Source: an optimization exercise on an open RTL-to-GDS flow (aim: small area, a short achievable clock period and few clock cycles per item). Production flows keep margins and buffers that such runs may drop.
In this exercise RTL edits were held to simulation tests only and were not proved equivalent to the original.
Power is estimated from default activity; no workload was simulated.

v18:
==> flow/design.v (excerpt) <==
module soc_curve_interp_validate #(
  parameter int NUM_POINTS = 8
) (
  input  logic        clk,
  input  logic        rst,
  input  logic        cfg_wen,
  input  logic        cfg_index,
  input  logic [7:0]  cfg_data,
  input  logic        in_valid,
  output logic        in_ready,
  input  logic [19:0] in_data,
  output logic        out_valid,
  input  logic        out_ready,
  output logic [15:0] out_data
);
  logic [7:0] ve;
  logic [6:0] mt;
  logic       busy;
  always_ff @(posedge clk) begin
    if (rst) begin
      ve <= 8'd53;
      mt <= 7'd5;
    end else begin
      if (cfg_wen && cfg_index) mt <= cfg_data[6:0];
      if (cfg_wen && !cfg_index) ve <= cfg_data;
      else if (busy) ve <= {ve[1:0], ve[7:2]};
    end
  end
  logic [2:0]  eseg;    
  logic [1:0]  ebit;
  logic [13:0] acc;
  logic [1:0]  vbits;
  logic [15:0] mk;      
  logic [15:0] acc_sum;
  logic [13:0] acc_next;
  logic [4:0]  t1;
  logic [5:0]  t2;
  logic [6:0]  t3;
  logic [6:0]  t4;
  logic [5:0]  t5;
  assign vbits = ve[1:0];
  ...
Settings: LEC_CHECK=0, ABC_AREA=1, CAP_MARGIN=20, CORE_MARGIN=2, CORE_UTILIZATION=40, CTS_BUF_LIST=sky130_fd_sc_hd__clkbuf_8, CTS_CLUSTER_DIAMETER=300, CTS_CLUSTER_SIZE=100, SETUP_SLACK_MARGIN=5, SLEW_MARGIN=20; clock period 10.0 ns.
standard.sh (not shown) runs the stock make flow with config.mk's settings and CLKGATE_MAP_FILE= SYNTH_SCRIPT=/design/flow/synth_recipe.tcl, a recipe that flattens the netlist after the stock synthesis.
==> flow/flow/run.sh <==
#!/bin/bash
set -euo pipefail
MARGIN=${FLOW_SETUP_MARGIN:-6.6}
export BUFFER_PORTS_ARGS="-buffer_cell sky130_fd_sc_hd__buf_1"
sed "s/SETUP_SLACK_MARGIN=[0-9.]*/SETUP_SLACK_MARGIN=${MARGIN}/" standard.sh > standard_margin.sh
bash standard_margin.sh > standard.log 2>&1
Testbench counts of v18, summed over its fixed seeds: cycles 3,368, items 3,200.
> inputs changed (v18 -> v54)
- removing CTS_BUF_LIST (formerly sky130_fd_sc_hd__clkbuf_8)
- removing CTS_CLUSTER_DIAMETER (formerly 300)
- removing CTS_CLUSTER_SIZE (formerly 100)
==> flow/run.sh (new file) <==
#!/bin/bash
# synth_recipe.tcl (not shown) runs the flow's synth.tcl, then flattens the netlist and writes it again
# the make line also repeats each setting of config.mk as NAME=value (left out here)
make -C /OpenROAD-flow-scripts/flow DESIGN_CONFIG=/design/flow/config.mk WORK_HOME=/design/flow/orfs CLKGATE_MAP_FILE= SYNTH_SCRIPT=/design/flow/synth_recipe.tcl finish
removed: flow/flow/run.sh
removed: flow/standard.sh
==> comparison <==
- v18 -> v54: global routing usage on met1 flat
- Global-route wire length before repair in v54 is 250 um lower than in v18
- Compared with v18, in v54 quantity of gates resized following cts went down by 27; worst setup slack went down by 0.64 ns; post-DP HPWL went up by 89 um.
- Comparing the two runs side by side, v54 comes out behind v18 on final hold slack.
- Re final core area utilization: v54 is 0.40 points up on v18.
- According to the power report, total power for v54 is higher than for v18.
For v14, these inputs were changed with respect to v54:
==> flow/flow/run.sh (new file) <==
#!/bin/bash
set -euo pipefail
MARGIN=${FLOW_SETUP_MARGIN:-6.6}
sed "s/SETUP_SLACK_MARGIN=[0-9.]*/SETUP_SLACK_MARGIN=${MARGIN}/" standard.sh > standard_margin.sh
bash standard_margin.sh > standard.log 2>&1
==> flow/standard.sh (new file) <==
#!/bin/bash
# synth_recipe.tcl (not shown) runs the flow's synth.tcl, then flattens the netlist and writes it again
# the make line also repeats each setting of config.mk as NAME=value (left out here)
make -C /OpenROAD-flow-scripts/flow DESIGN_CONFIG=/design/flow/config.mk WORK_HOME=/design/flow/orfs CLKGATE_MAP_FILE= SYNTH_SCRIPT=/design/flow/synth_recipe.tcl "${@:-finish}"
removed: flow/run.sh
--- outcome ---
- Every run in the comparison, v54 and v14, completed the flow with a clean layout.
- Sequential group share of total power (v14 over v54): decrease, 2.6 points
- v54 and v14 ended up with nearly the same hold slack.
- Diff v54..v14 | number of slew-limit violations in the final report | negligible
- When the final numbers for v54 and v14 were put side by side, the utilization turned out to be smaller in v54.
- Route | v14 vs v54 | wire longer in v14
- Going from v54 to v14, number of global-route vias before repair shrinks by 34.
- [compare] base=v54 new=v14: global-route track usage on met1 rose by 0.74 points; post-layout total power higher; synthesis-to-layout area growth up 6.0 points; area of all placed cells without fillers higher; part of the total power dissipated in combinational logic went up by 1.4 points.
## Diff of input files: v35 against v14
- putting CTS_BUF_LIST at sky130_fd_sc_hd__clkbuf_8 where nothing was set
- putting CTS_CLUSTER_DIAMETER at 150 where nothing was set
- putting CTS_CLUSTER_SIZE at 50 where nothing was set
--- a/flow/flow/run.sh
+++ b/flow/flow/run.sh
@@ -3,2 +3,3 @@
 MARGIN=${FLOW_SETUP_MARGIN:-6.6}
+export BUFFER_PORTS_ARGS="-buffer_cell sky130_fd_sc_hd__buf_1"
 sed "s/SETUP_SLACK_MARGIN=[0-9.]*/SETUP_SLACK_MARGIN=${MARGIN}/" standard.sh > standard_margin.sh
### Flow results
- [compare] base=v14 new=v35: average wire per cell in the routed design now smaller; share of cells above drive strength 1 saw a decrease; final critical-path setup slack now larger.
#### Input delta (v2 over v35)
==> flow/flow/run.sh <==
#!/bin/bash
set -euo pipefail
MARGIN=${FLOW_SETUP_MARGIN:-6.6}
sed "s/SETUP_SLACK_MARGIN=[0-9.]*/SETUP_SLACK_MARGIN=${MARGIN}/" standard.sh > standard_margin.sh
bash standard_margin.sh > standard.log 2>&1
[summary]
- Relative to v35, post-cts repair resize count decreased by 1 in v2.
- Re sequential share of power: v2 and v35 aren't equal, and the higher value belongs to v35.
- Every run (v2 and v35) finished clean.
- Area of all placed cells without fillers on v2 is behind v35.
- t1[1] as the endpoint of the most critical setup path was reported by v2, and t3[3] by v35.
- In v2, total routed wirelength is higher than in v35.
- v35 -> v2: power increased by a few percent
- Looking at non-clock buffer share of cell area, v2 sits above v35.
- The clock-pin slew of the registers on the worst-case setup and hold paths of v35 and that of v2 are within noise of each other.
### v2 -> v47
- removing CTS_CLUSTER_SIZE (formerly 50)
- removing CTS_CLUSTER_DIAMETER (formerly 150)
- removing CTS_BUF_LIST (formerly sky130_fd_sc_hd__clkbuf_8)
--- a/flow/flow/run.sh
+++ b/flow/flow/run.sh
@@ -3,2 +3,3 @@
 MARGIN=${FLOW_SETUP_MARGIN:-6.6}
+export BUFFER_PORTS_ARGS="-buffer_cell sky130_fd_sc_hd__buf_1"
 sed "s/SETUP_SLACK_MARGIN=[0-9.]*/SETUP_SLACK_MARGIN=${MARGIN}/" standard.sh > standard_margin.sh
## What came out
Of the two values seen for end point of the critical path, t2[1] was produced by v47 and t1[1] by v2.
Summary: with v2 as the reference, finished layout cell area in v47 moved down by a few percent.
The run with more setup slack is v2; v47 has less.
v47: pre-CTS setup slack is 0.034 ns higher than what v2 reported.
v47 reports a lower wire length per cell than v2 does.
| wire length the detailed router placed on met1 | lower: v47 |
When v47 is set beside v2, its fraction of power consumed by combinational cells turns out to be 2.9 points smaller.

========
Another version of the RTL of soc_curve_interp_validate (not shown whole).
For scale: about 950 cells after synthesis, ~140 flip-flops, about 52 I/O pins, about 8000 um2 of cells after synthesis.
clock: 10.0 ns
lec_check: 0
abc_area: 1
cap_margin: 20
core_margin: 2
core_utilization: 50
cts_buf_list: sky130_fd_sc_hd__clkbuf_8
cts_cluster_diameter: 150
cts_cluster_size: 50
setup_slack_margin: 5
slew_margin: 20
tns_end_percent: 0
==> flow/flow/run.sh <==
#!/bin/bash
set -euo pipefail
MARGIN=${FLOW_SETUP_MARGIN:-6.7}
export BUFFER_PORTS_ARGS="-buffer_cell sky130_fd_sc_hd__buf_1"
sed "s/SETUP_SLACK_MARGIN=[0-9.]*/SETUP_SLACK_MARGIN=${MARGIN}/" standard.sh > standard_margin.sh
bash standard_margin.sh > standard.log 2>&1
Testbench counts at the start, summed over its fixed seeds: cycles 3,368, items 3,200.
Change:
==> flow/flow/run.sh (replaced) <==
#!/bin/bash
set -euo pipefail
MARGIN=${FLOW_SETUP_MARGIN:-6.8}
export BUFFER_PORTS_ARGS="-buffer_cell sky130_fd_sc_hd__buf_1"
sed "s/SETUP_SLACK_MARGIN=[0-9.]*/SETUP_SLACK_MARGIN=${MARGIN}/" standard.sh > standard_margin.sh
bash standard_margin.sh > standard.log 2>&1
--- a/flow/config.mk
+++ b/flow/config.mk
@@ -15,3 +15,2 @@
 export SETUP_SLACK_MARGIN = 5
 export SLEW_MARGIN = 20
-export TNS_END_PERCENT = 0
=>
- The changed run finished with timing, DRC and antenna clean
- count of clock-buffer cells in the layout does not change
- die area does not change
- non-clock buffer count came out higher by 21
- combinational power came out higher by a little under a tenth
- worst setup slack gets better by 45 ps
- via count came out higher slightly
- sequential share of layout area came out lower by 1.1 points
Change:
==> flow/flow/run.sh (replaced) <==
#!/bin/bash
set -euo pipefail
MARGIN=${FLOW_SETUP_MARGIN:-6.9}
export BUFFER_PORTS_ARGS="-buffer_cell sky130_fd_sc_hd__buf_1"
sed "s/SETUP_SLACK_MARGIN=[0-9.]*/SETUP_SLACK_MARGIN=${MARGIN}/" standard.sh > standard_margin.sh
bash standard_margin.sh > standard.log 2>&1
After rerunning:
- The new run completed without violations
- power rises by 1.3%
- core utilization is higher by 0.89 points
- global-route usage stays flat
- via count goes up by 1.8%
- die area does not change
- final cell count rose by 0.64%

========
== P ==
soc_curve_interp_validate again, from the RTL that the note above started with.
==> flow/config.mk <==
export PLATFORM = sky130hd
export DESIGN_NAME = soc_curve_interp_validate
export DESIGN_NICKNAME = soc_curve_interp_validate
export VERILOG_FILES = /design/flow/design.v
export SDC_FILE = /design/flow/constraint.sdc
export NUM_CORES = 4
export LEC_CHECK = 0
export ABC_AREA = 1
export CAP_MARGIN = 20
export CORE_MARGIN = 2
export CORE_UTILIZATION = 50
export CTS_BUF_LIST = sky130_fd_sc_hd__clkbuf_8
export CTS_CLUSTER_DIAMETER = 150
export CTS_CLUSTER_SIZE = 50
export SETUP_SLACK_MARGIN = 5
export SLEW_MARGIN = 20
export TNS_END_PERCENT = 0
==> flow/constraint.sdc <==
create_clock -name core_clock -period 10.0 [get_ports {clk}]
set_input_delay 2.0000 -clock core_clock [delete_from_list [all_inputs] [get_ports {clk}]]
set_output_delay 2.0000 -clock core_clock [all_outputs]
set_load 0.01 [all_outputs]
==> flow/flow/run.sh <==
#!/bin/bash
set -euo pipefail
MARGIN=${FLOW_SETUP_MARGIN:-6.9}
export BUFFER_PORTS_ARGS="-buffer_cell sky130_fd_sc_hd__buf_1"
sed "s/SETUP_SLACK_MARGIN=[0-9.]*/SETUP_SLACK_MARGIN=${MARGIN}/" standard.sh > standard_margin.sh
bash standard_margin.sh > standard.log 2>&1
P went all the way through synthesis, placement and routing and the layout is clean on timing, DRC and antenna.
Testbench counts of P, summed over its fixed seeds: cycles 3,368, items 3,200.
### P -> Q
-- flow/flow/run.sh --
<<< P, line 2
set -euo pipefail
MARGIN=${FLOW_SETUP_MARGIN:-6.9}
export BUFFER_PORTS_ARGS="-buffer_cell sky130_fd_sc_hd__buf_1"
>>> Q, line 2
set -euo pipefail
MARGIN=${FLOW_SETUP_MARGIN:-6.7}
export BUFFER_PORTS_ARGS="-buffer_cell sky130_fd_sc_hd__buf_1"
-- flow/config.mk --
<<< P, line 10
export CORE_MARGIN = 2
export CORE_UTILIZATION = 50
export CTS_BUF_LIST = sky130_fd_sc_hd__clkbuf_8
>>> Q, line 10
export CORE_MARGIN = 2
export CORE_UTILIZATION = 55
export CTS_BUF_LIST = sky130_fd_sc_hd__clkbuf_8
<<< P, line 16
export SLEW_MARGIN = 20
export TNS_END_PERCENT = 0
>>> Q, line 16
export SLEW_MARGIN = 20
## What came out
P and Q all finish clean.
Q ends up with a total met3 wirelength after detailed routing that is about 25% higher than in P.
Min smallest setup slack after layout across P and Q: Q
Compared with P, Q supports a lower clock frequency.
Delta (Q minus P): wire length went up by 8.5%, critical-path maximum fanout higher, via count of the first global-routing pass rose by 755.
Input-level comparison between R and Q:
-- flow/config.mk --
<<< Q, line 10
export CORE_MARGIN = 2
export CORE_UTILIZATION = 55
export CTS_BUF_LIST = sky130_fd_sc_hd__clkbuf_8
>>> R, line 10
export CORE_MARGIN = 2
export CORE_UTILIZATION = 50
export CTS_BUF_LIST = sky130_fd_sc_hd__clkbuf_8
Findings:
Routed wire length shrinks by a little under 10% when moving from Q to R.
R packs its core looser than Q.
Non-clock buffer count, Q and R, higher one = Q.
Q -> R: number of standard cells after synthesis flat
Of Q and R, Q shows the higher combinational share of power, with R below it.
Between Q and R, the difference in post-route cell area is negligible.
R ended up with a higher setup slack than Q did.
R ran to completion and came out clean on the timing, design-rule and antenna checks.
The total power was comparable across Q and R.

static timing again, ports no longer ideal:
In the flow no input, the clock included, has a driving cell. The finished layouts below were timed again as built, in two steps.
Step 1: set_driving_cell puts a clkbuf_16 on clk and a buf_2 on each other input, an assumption about the parent block.
Step 2 moves the port delays by t, midway between the first and last clock arrival at a register: inputs arrive t later, outputs are due t later. That takes back most of the time a late clock gives input paths.
Slacks: ideal / step 1 / step 2; pairs: ideal / step 1.
run	shift t [ns]	setup WS [ns]	worst hold slack (ns)	slew at the worst register clock pin (ns)	cell pins on the clock port's net
v18	0.480	6.665 / 6.665 / 6.665	0.435 / 0.435 / 0.435	0.09 / 0.09	1
v54	0.467	6.029 / 6.029 / 6.029	0.423 / 0.423 / 0.423	0.06 / 0.06	1
v14	0.468	6.575 / 6.575 / 6.433	0.421 / 0.421 / 0.421	0.06 / 0.06	1
v35	0.480	6.665 / 6.665 / 6.665	0.435 / 0.435 / 0.435	0.09 / 0.09	1
v2	0.477	6.673 / 6.663 / 6.432	0.425 / 0.425 / 0.425	0.08 / 0.08	1
v47	0.463	6.594 / 6.594 / 6.594	0.429 / 0.429 / 0.429	0.07 / 0.07	1
the first run of note 2	0.486	6.777 / 6.777 / 6.384	0.418 / 0.418 / 0.418	0.09 / 0.09	1
the second run of note 2	0.489	6.821 / 6.821 / 6.534	0.419 / 0.419 / 0.419	0.09 / 0.09	1
the third run of note 2	0.490	6.836 / 6.836 / 6.644	0.418 / 0.418 / 0.418	0.09 / 0.09	1
P	0.490	6.829 / 6.829 / 6.404	0.420 / 0.420 / 0.420	0.09 / 0.09	1
Q	0.486	6.636 / 6.636 / 6.468	0.421 / 0.421 / 0.421	0.08 / 0.08	1
R	0.487	6.862 / 6.862 / 6.494	0.419 / 0.419 / 0.419	0.09 / 0.09	1
After both steps setup and hold are still met in every run listed. The setup slack of P, which loses most, moves by 0.000 ns with the drivers and by -0.425 ns with both steps.
